This design comes from an exercise in tuning for small area, a short achievable clock period and few clock cycles per item on the open sky130 flow, not from production work.
The RTL was checked by simulation tests, not by an equivalence proof against the original design.
Power is estimated from default activity; no workload was simulated.

try-juniper:
Design audio_peak_level_meter, start of the top module:
module audio_peak_level_meter (
  input  logic        clk,
  input  logic        rst,
  input  logic        cfg_write,
  input  logic [1:0]  cfg_index,
  input  logic [5:0]  cfg_data,
  input  logic        in_valid,
  output logic        in_stall,
  input  logic [7:0]  data_byte,
  input  logic        buffer_end,
  output logic        out_valid,
  input  logic        out_stall,
  output logic [17:0] level_q16,
  output logic [31:0] peak_value
);
==> flow/config.mk <==
export PLATFORM = sky130hd
export DESIGN_NAME = audio_peak_level_meter
export DESIGN_NICKNAME = audio_peak_level_meter
export VERILOG_FILES = /design/flow/design.v
export SDC_FILE = /design/flow/constraint.sdc
export NUM_CORES = 4
export LEC_CHECK = 0
export CAP_MARGIN = 20
export CORE_MARGIN = 2
export CORE_UTILIZATION = 40
export CTS_BUF_LIST = sky130_fd_sc_hd__clkbuf_8
export CTS_CLUSTER_SIZE = 30
export SETUP_SLACK_MARGIN = 5
export SLEW_MARGIN = 20
==> flow/constraint.sdc <==
create_clock -name core_clock -period 9.0 [get_ports {clk}]
set_input_delay 1.8000 -clock core_clock [delete_from_list [all_inputs] [get_ports {clk}]]
set_output_delay 1.8000 -clock core_clock [all_outputs]
set_load 0.01 [all_outputs]
standard.sh (not shown) runs the stock make flow with config.mk's settings and CLKGATE_MAP_FILE= SYNTH_SCRIPT=/design/flow/synth_recipe.tcl, a recipe that flattens the netlist after the stock synthesis.
==> flow/flow/run.sh <==
#!/bin/bash
# Standard layout, with the port buffers made of the smallest buffer cell.
cp standard.sh standard_sh.txt
export BUFFER_PORTS_ARGS="-buffer_cell sky130_fd_sc_hd__buf_1"
bash standard.sh > standard.log 2>&1
Per the final summary, try-juniper finished and its layout is clean on timing, DRC and antenna.
Testbench counts of try-juniper, summed over its fixed seeds: cycles 44,753, bytes 43,768.
Input-level comparison between try-harbor and try-juniper:
Settings: clearing CTS_CLUSTER_SIZE, which used to be 30; clearing CTS_BUF_LIST, which used to be sky130_fd_sc_hd__clkbuf_8.
==> flow/run.sh (new file) <==
#!/bin/bash
# synth_recipe.tcl (not shown) runs the flow's synth.tcl, then flattens the netlist and writes it again
# the make line also repeats each setting of config.mk as NAME=value (left out here)
make -C /OpenROAD-flow-scripts/flow DESIGN_CONFIG=/design/flow/config.mk WORK_HOME=/design/flow/orfs CLKGATE_MAP_FILE= SYNTH_SCRIPT=/design/flow/synth_recipe.tcl finish
removed: flow/flow/run.sh
removed: flow/standard.sh
### Flow results
A cell with the largest stage delay on the worst path of a21o_1 is what try-juniper shows, while or4_4 belongs to try-harbor. The sequential cell area of try-juniper and that of try-harbor are within noise of each other. Between try-harbor and try-juniper, the number of filler cells placed in the layout is lower for try-harbor. Taking try-juniper as the reference, in try-harbor maximum clock frequency fell by 0.0022 GHz; part of the total power dissipated in the clock network rose by 7.4 points. try-harbor ended up with in_stall as its worst setup path endpoint; try-juniper ended up with mag[9]. In try-harbor, the total wire length came out 1.3% above the value in try-juniper. In try-harbor relative to try-juniper, total number of nets in the final design had gone up slightly. Total stage count of the critical path for try-harbor: 3 down relative to try-juniper. try-harbor vs try-juniper — design area climbed by a little under 10%. try-harbor leaves less setup margin than try-juniper.
Inputs modified between try-harbor and try-pepper:
Settings: CTS_BUF_LIST: unset -> sky130_fd_sc_hd__clkbuf_8; CTS_CLUSTER_SIZE: unset -> 50.
try-pepper ends up with lower post-route worst setup slack than try-harbor does.
Diff try-harbor..try-pepper | global-route met2 utilization | negligible
Between try-pepper and try-harbor, it is try-pepper whose area overhead of the layout relative to synthesis is lower, by 2.1 points.
Sequential power of try-harbor is on par with try-pepper.
Lower sequential share of layout area among try-harbor and try-pepper: try-harbor
On filler cell count, try-harbor and try-pepper are basically level.
Cmp try-pepper vs try-harbor: clock period minus final worst setup slack higher in try-pepper
Compared with try-harbor, try-pepper shows a data arrival time of the worst path that is 0.05 ns higher.
Total number of nets in the final design across try-harbor and try-pepper: no real change.
What try-tundra does differently from try-pepper at the input level:
Settings: a deleted CTS_CLUSTER_SIZE that had been 50; a deleted CTS_BUF_LIST that had been sky130_fd_sc_hd__clkbuf_8; a change of CORE_UTILIZATION from 40 to 65; an added PLACE_DENSITY of 0.75.
Results
- Taking try-pepper as the reference point, the placer's final routability congestion estimate of try-tundra rises by 0.065.
- The share of the cycle needed by the critical path after routing on try-tundra is in line with that on try-pepper.
- On register share of the cell area, try-tundra and try-pepper are neck and neck.
- On fill cell instance count of the final layout: between try-tundra and try-pepper, it ends up lower for try-tundra.
- Delta (try-tundra minus try-pepper): total routed wirelength fell by 760 um; number of levels the H-tree was split into stayed essentially flat; buffering overhead fell by 0.28 points; number of rows in the core area fell by 21%.
- try-tundra has completed all stages; timing, DRC and antenna checks passed.
- Compared with try-pepper, try-tundra instantiates a smaller number of standard cells.
- In try-tundra, final net count is lower than in try-pepper.
- The power dissipated in the clock network of try-tundra was inferior to that of try-pepper.
The inputs of try-raven differ from those of try-tundra as listed below.
Settings: an added CTS_BUF_LIST of sky130_fd_sc_hd__clkbuf_8; a change of CORE_UTILIZATION from 65 to 40; an added CTS_CLUSTER_SIZE of 30; a deleted PLACE_DENSITY that had been 0.75.
==> flow/flow/run.sh (new file) <==
#!/bin/bash
# Standard layout, with the port buffers made of the smallest buffer cell.
cp standard.sh standard_sh.txt
export BUFFER_PORTS_ARGS="-buffer_cell sky130_fd_sc_hd__buf_1"
bash standard.sh finish SETUP_SLACK_MARGIN=6 > standard.log 2>&1
==> flow/standard.sh (new file) <==
#!/bin/bash
# synth_recipe.tcl (not shown) runs the flow's synth.tcl, then flattens the netlist and writes it again
# the make line also repeats each setting of config.mk as NAME=value (left out here)
make -C /OpenROAD-flow-scripts/flow DESIGN_CONFIG=/design/flow/config.mk WORK_HOME=/design/flow/orfs CLKGATE_MAP_FILE= SYNTH_SCRIPT=/design/flow/synth_recipe.tcl "${@:-finish}"
removed: flow/run.sh
## What came out
Changes observed in try-raven relative to try-tundra: layout clock buffer count lower, die area rose by 0.0095 sq mm. try-raven vs try-tundra on combinational share of power: try-raven is the higher one. try-raven: aggregate global-route resource usage is 10 points lower than what try-tundra reported.
--- input diff try-raven..try-garnet ---
==> flow/run.sh (new file) <==
#!/bin/bash
# synth_recipe.tcl (not shown) runs the flow's synth.tcl, then flattens the netlist and writes it again
# the make line also repeats each setting of config.mk as NAME=value (left out here)
make -C /OpenROAD-flow-scripts/flow DESIGN_CONFIG=/design/flow/config.mk WORK_HOME=/design/flow/orfs CLKGATE_MAP_FILE= SYNTH_SCRIPT=/design/flow/synth_recipe.tcl finish
removed: flow/flow/run.sh
removed: flow/standard.sh
### Flow results
Relative to try-raven, placement-stage cell area increased by 420 sq um in try-garnet. [try-garnet vs try-raven] area added between synthesis and finish: lower in try-garnet. The run showing the greater post-route cell area is try-raven. Looking at sum of met3 wire segment lengths after detailed routing across try-raven and try-garnet, the one that comes out lower is try-garnet. As far as number of design rule violations left after detail routing goes, try-garnet and try-raven are indistinguishable; the numbers are identical. Comparing the two runs side by side, try-garnet comes out behind try-raven on clock network power.

== job 2160 ==
Another version of the RTL of audio_peak_level_meter (not shown whole).
Size in the first run: ~74 I/O pins, about 9900 um2 of cells after synthesis.
## audio_peak_level_meter
module audio_peak_level_meter (
  input  logic        clk,
  input  logic        rst,
  input  logic        cfg_write,
  input  logic [1:0]  cfg_index,
  input  logic [5:0]  cfg_data,
  input  logic        in_valid,
  output logic        in_stall,
  input  logic [7:0]  data_byte,
  input  logic        buffer_end,
  output logic        out_valid,
  input  logic        out_stall,
  output logic [17:0] level_q16,
  output logic [31:0] peak_value
);
  logic        s8, s16, s32;
  logic        k_sgn, k_uns, k_flt, k_oth;
  logic [2:0]  chl;
  logic        cap;
  logic [7:0]  d0;
  logic        e0;      
  logic        v0;      
  logic [1:0]  bpos;
  logic [2:0]  cpos;
  logic [23:0] sh;
  logic [31:0] mag;
  logic        p_sd;    
  logic        p_fd;    
  logic        p_be;    
  logic [31:0] run;
  logic [31:0] bpk;
  logic        bz;
  logic [17:0] lvl;     
  logic        lp;      
  logic        cv_fmt;  
  logic        cv_sh;   
  logic        stall;   
  logic        accept;
  logic        take;    
  logic        mono;
  logic        track;
  logic        fl;
  logic        sample_done;
  logic        frame_done;
  logic        go_be;
  logic        p_sd_n, p_fd_n, p_be_n;
  logic        cv_fmt_n, cv_sh_n, lp_n, out_valid_n;
  logic [31:0] mag_in;
  logic [17:0] level;
  always_ff @(posedge clk) begin
    if (rst) begin
      s8    <= 1'b0;
      s16   <= 1'b1;
      s32   <= 1'b0;
      k_sgn <= 1'b1;
      k_uns <= 1'b0;
      k_flt <= 1'b0;
      k_oth <= 1'b0;
      chl   <= 3'd1;
      cap   <= 1'b0;
    end else if (cfg_write) begin
      case (cfg_index)
        2'd0: begin
          s8  <= (cfg_data == 6'd8);
          s16 <= (cfg_data == 6'd16);
          s32 <= (cfg_data == 6'd32);
        end
        2'd1: begin
          k_sgn <= (cfg_data[1:0] == 2'd0);
          k_uns <= (cfg_data[1:0] == 2'd1);
          k_flt <= (cfg_data[1:0] == 2'd2);
          k_oth <= (cfg_data[1:0] == 2'd3);
        end
        2'd2: chl <= (cfg_data[3:0] == 4'd0) ? 3'd0 :
                     cfg_data[3] ? 3'd7 : 3'(cfg_data[2:0] - 3'd1);
        default: cap <= cfg_data[0];
      endcase
    end
  end
  ...
==> flow/config.mk <==
export PLATFORM = sky130hd
export DESIGN_NAME = audio_peak_level_meter
export DESIGN_NICKNAME = audio_peak_level_meter
export VERILOG_FILES = /design/flow/design.v
export SDC_FILE = /design/flow/constraint.sdc
export NUM_CORES = 4
export LEC_CHECK = 0
export CAP_MARGIN = 20
export CORE_MARGIN = 2
export CORE_UTILIZATION = 40
export CTS_BUF_LIST = sky130_fd_sc_hd__clkbuf_8
export CTS_CLUSTER_SIZE = 30
export SETUP_SLACK_MARGIN = 5
export SLEW_MARGIN = 20
==> flow/constraint.sdc <==
create_clock -name core_clock -period 9.0 [get_ports {clk}]
set_input_delay 1.8000 -clock core_clock [delete_from_list [all_inputs] [get_ports {clk}]]
set_output_delay 1.8000 -clock core_clock [all_outputs]
set_load 0.01 [all_outputs]
==> flow/flow/run.sh <==
#!/bin/bash
cp standard.sh standard_sh.txt
export BUFFER_PORTS_ARGS="-buffer_cell sky130_fd_sc_hd__buf_1"
bash standard.sh finish SETUP_SLACK_MARGIN=6.3 > standard.log 2>&1
Testbench counts of job 2160, summed over its fixed seeds: cycles 44,288, bytes 43,768.
## Diff of input files: job 7168 against job 2160
==> flow/flow/run.sh <==
#!/bin/bash
cp standard.sh standard_sh.txt
export BUFFER_PORTS_ARGS="-buffer_cell sky130_fd_sc_hd__buf_1"
bash standard.sh finish SETUP_SLACK_MARGIN=6 > standard.log 2>&1
Findings:
Job 7168: all stages complete, timing, DRC and antenna checks passed
The maximum operating frequency on job 7168 is in line with that on job 2160.
The fill cell total of the finished layout in job 7168 sits 12% above the value recorded for job 2160.
Comparing routed length on met1 for job 7168 and job 2160, the smaller number came from job 7168.
Here is what was changed in the inputs of job 6919 compared with job 7168.
==> flow/flow/run.sh <==
#!/bin/bash
cp standard.sh standard_sh.txt
export BUFFER_PORTS_ARGS="-buffer_cell sky130_fd_sc_hd__buf_1"
bash standard.sh finish SETUP_SLACK_MARGIN=6.6 > standard.log 2>&1
==> comparison <==
Critical path depth: job 6919 vs job 7168 up 1. Taking job 7168 as the reference, in job 6919 clock distribution power picked up an extra about 10%; wire length picked up an extra 7.8 mm. Synthesized cell count: job 7168 vs job 6919 identical. Area after synthesis: job 7168 vs job 6919 identical. A origin of the worst setup path of bpk[30] is what job 6919 shows, while bpk[2] belongs to job 7168. Diff job 6919 and job 7168: sequential standard cell area lower in job 7168.

audio_peak_level_meter, a different RTL version from the one above (not shown whole).
Size in the first run: roughly 950 cells after synthesis, about 140 flip-flops, about 74 I/O pins, ~8700 um^2 of cells after synthesis.
clock: 9.0 ns
lec_check: 0
cap_margin: 20
core_margin: 2
core_utilization: 40
setup_slack_margin: 5
slew_margin: 20
run.sh (not shown) runs the stock make flow with config.mk's settings and CLKGATE_MAP_FILE= SYNTH_SCRIPT=/design/flow/synth_recipe.tcl, a recipe that flattens the netlist after the stock synthesis.
Stock flow here: none of the scripts above is used.
The first run completed with no timing, DRC or antenna violations.
Testbench counts at the start, summed over its fixed seeds: cycles 44,189, bytes 43,768.
==> next run, changes <==
- SETUP_SLACK_MARGIN: 5 -> 4
Global-route usage came out lower by 1.6 points.
Sequential share of layout area came out higher by 3.4 points.
Die area is unchanged.
Final area came out lower by 10%.
Routed wire length came out lower by 9.0%.
Maximum frequency came out lower by 10%.
Non-clock buffer count came out lower by 62.
Via count came out lower by 6.1%.
Count of clock-buffer cells in the layout came out higher by 2.

audio_peak_level_meter, a different RTL version from the one above (not shown whole).
For scale: about 1100 cells after synthesis, ~180 flip-flops, about 74 I/O pins, about 0.010 sq mm of cells after synthesis.
## audio_peak_level_meter
module audio_peak_level_meter (
  input  logic        clk,
  input  logic        rst,
  input  logic        cfg_write,
  input  logic [1:0]  cfg_index,
  input  logic [5:0]  cfg_data,
  input  logic        in_valid,
  output logic        in_stall,
  input  logic [7:0]  data_byte,
  input  logic        buffer_end,
  output logic        out_valid,
  input  logic        out_stall,
  output logic [17:0] level_q16,
  output logic [31:0] peak_value
);
  logic        s8, s16, s32;
  logic        k_sgn, k_uns, k_flt, k_oth;
  logic [2:0]  chl;
  logic        cap;
  logic [7:0]  d0;
  logic        e0;      
  logic        v0;      
  logic [1:0]  bpos;
  logic [2:0]  cpos;
  logic [23:0] sh;
  logic [31:0] mag;
  logic        p_sd;    
  logic        p_fd;    
  logic        p_be;    
  logic [31:0] run;
  logic [31:0] bpk;
  logic        bz;
  logic [17:0] lvl;     
  logic        lp;      
  logic        cv_fmt;  
  logic        cv_sh;   
  logic [4:0]  cnt;
  logic        stall;   
  logic        accept;
  logic        take;    
  logic        mono;
  logic        track;
  logic        fl;
  logic        sample_done;
  logic        frame_done;
  logic        go_be;
  logic        p_sd_n, p_fd_n, p_be_n;
  logic        cv_fmt_n, cv_sh_n, lp_n, out_valid_n;
  logic [31:0] mag_in;
  logic [17:0] level;
  always_ff @(posedge clk) begin
    if (rst) begin
      s8    <= 1'b0;
      s16   <= 1'b1;
      s32   <= 1'b0;
      k_sgn <= 1'b1;
      k_uns <= 1'b0;
      k_flt <= 1'b0;
      k_oth <= 1'b0;
      chl   <= 3'd1;
      cap   <= 1'b0;
    end else if (cfg_write) begin
      case (cfg_index)
        2'd0: begin
          s8  <= (cfg_data == 6'd8);
          s16 <= (cfg_data == 6'd16);
          s32 <= (cfg_data == 6'd32);
        end
        2'd1: begin
          k_sgn <= (cfg_data[1:0] == 2'd0);
          k_uns <= (cfg_data[1:0] == 2'd1);
          k_flt <= (cfg_data[1:0] == 2'd2);
          k_oth <= (cfg_data[1:0] == 2'd3);
        end
        2'd2: chl <= (cfg_data[3:0] == 4'd0) ? 3'd0 :
                     cfg_data[3] ? 3'd7 : 3'(cfg_data[2:0] - 3'd1);
        default: cap <= cfg_data[0];
      endcase
    end
  end
  assign in_stall = stall;
  assign accept   = in_valid && !stall;
  assign take     = v0 && !stall;
  ...
clock: 9.0 ns
lec_check: 0
cap_margin: 20
core_margin: 2
core_utilization: 40
cts_buf_list: sky130_fd_sc_hd__clkbuf_8
cts_cluster_size: 30
setup_slack_margin: 5
slew_margin: 20
standard.sh (not shown) runs the stock make flow with config.mk's settings and CLKGATE_MAP_FILE= SYNTH_SCRIPT=/design/flow/synth_recipe.tcl, a recipe that flattens the netlist after the stock synthesis.
==> flow/flow/run.sh <==
#!/bin/bash
# Standard layout, with the port buffers made of the smallest buffer cell.
cp standard.sh standard_sh.txt
export BUFFER_PORTS_ARGS="-buffer_cell sky130_fd_sc_hd__buf_1"
bash standard.sh finish SETUP_SLACK_MARGIN=6.5 > standard.log 2>&1
The baseline produced a clean layout.
Testbench counts at the start, summed over its fixed seeds: cycles 44,288, bytes 43,768.
Then changed:
==> flow/flow/run.sh (replaced) <==
#!/bin/bash
cp standard.sh standard_sh.txt
export BUFFER_PORTS_ARGS="-buffer_cell sky130_fd_sc_hd__buf_1"
bash standard.sh finish SETUP_SLACK_MARGIN=6 > standard.log 2>&1
- CORE_UTILIZATION: 40 -> 55
- PLACE_DENSITY: default -> 0.7
Outcome: The changed run ran to the end with no violations; area after synthesis is unchanged; total power rose by 1.4%; register-to-register slack stays flat; global-route usage rose by 3.3 points; worst hold slack stays flat; sequential power hardly moves; via count fell by 6.5%; utilization rose by 12 points.
Then changed:
- CORE_UTILIZATION: 55 -> 40
- PLACE_DENSITY: 0.7 -> default
Die area grows by 36%. Hold slack is about the same. Global-route usage went down by 7.3 points.
Then changed:
--- a/flow/flow/run.sh
+++ b/flow/flow/run.sh
@@ -1,2 +1,3 @@
 #!/bin/bash
+# Standard layout, with the port buffers made of the smallest buffer cell.
 cp standard.sh standard_sh.txt
Result:
- The changed run completed with no timing, DRC or antenna violations
- fmax stays the same
- core utilization stays the same
- power stays the same
- final area is unchanged
- non-clock buffer count is unchanged

[re-timing with driven ports]
Ports are ideal in the flow. The routed layouts listed here were re-timed in OpenROAD. Step 1 sets driving cells, clkbuf_16 on the clock port and buf_2 on the other inputs (assumed; they add their load-dependent delay and slew). Step 2 moves the port delays by t, midway between the first and last clock arrival at a register: inputs arrive t later, outputs are due t later. That takes back most of the time a late clock gives input paths. a / b / c = ideal / step 1 / step 2; a / b = the first two.
run | shift t [ns] | setup slack, ns | hold WS [ns]
try-juniper | 0.506 | 5.156 / 5.177 / 4.671 | 0.455 / 0.455 / 0.455
try-harbor | 0.468 | 5.122 / 5.080 / 4.723 | 0.455 / 0.455 / 0.455
try-pepper | 0.500 | 5.074 / 5.031 / 4.662 | 0.459 / 0.459 / 0.459
try-tundra | 0.469 | 5.085 / 5.040 / 4.690 | 0.454 / 0.454 / 0.454
try-raven | 0.501 | 5.561 / 5.519 / 5.119 | 0.461 / 0.461 / 0.461
try-garnet | 0.500 | 5.074 / 5.031 / 4.662 | 0.459 / 0.459 / 0.459
job 2160 | 0.516 | 6.033 / 5.989 / 5.796 | 0.470 / 0.470 / 0.470
job 7168 | 0.492 | 6.027 / 5.987 / 5.876 | 0.461 / 0.461 / 0.461
job 6919 | 0.505 | 6.023 / 5.978 / 6.032 | 0.467 / 0.467 / 0.467
the first run of note 3 | 0.475 | 4.746 / 4.746 / 4.746 | 0.453 / 0.453 / 0.453
the second run of note 3 | 0.463 | 4.266 / 4.266 / 4.266 | 0.451 / 0.451 / 0.451
the first run of note 4 | 0.523 | 5.969 / 5.969 / 5.707 | 0.466 / 0.466 / 0.466
the second run of note 4 | 0.512 | 5.956 / 5.956 / 5.769 | 0.463 / 0.463 / 0.463
the third run of note 4 | 0.500 | 5.983 / 5.983 / 5.956 | 0.465 / 0.465 / 0.465
the fourth run of note 4 | 0.500 | 5.983 / 5.983 / 5.956 | 0.465 / 0.465 / 0.465
After both steps setup and hold are still met in every run listed. The setup slack of try-juniper, which loses most, moves by +0.021 ns with the drivers and by -0.485 ns with both steps.
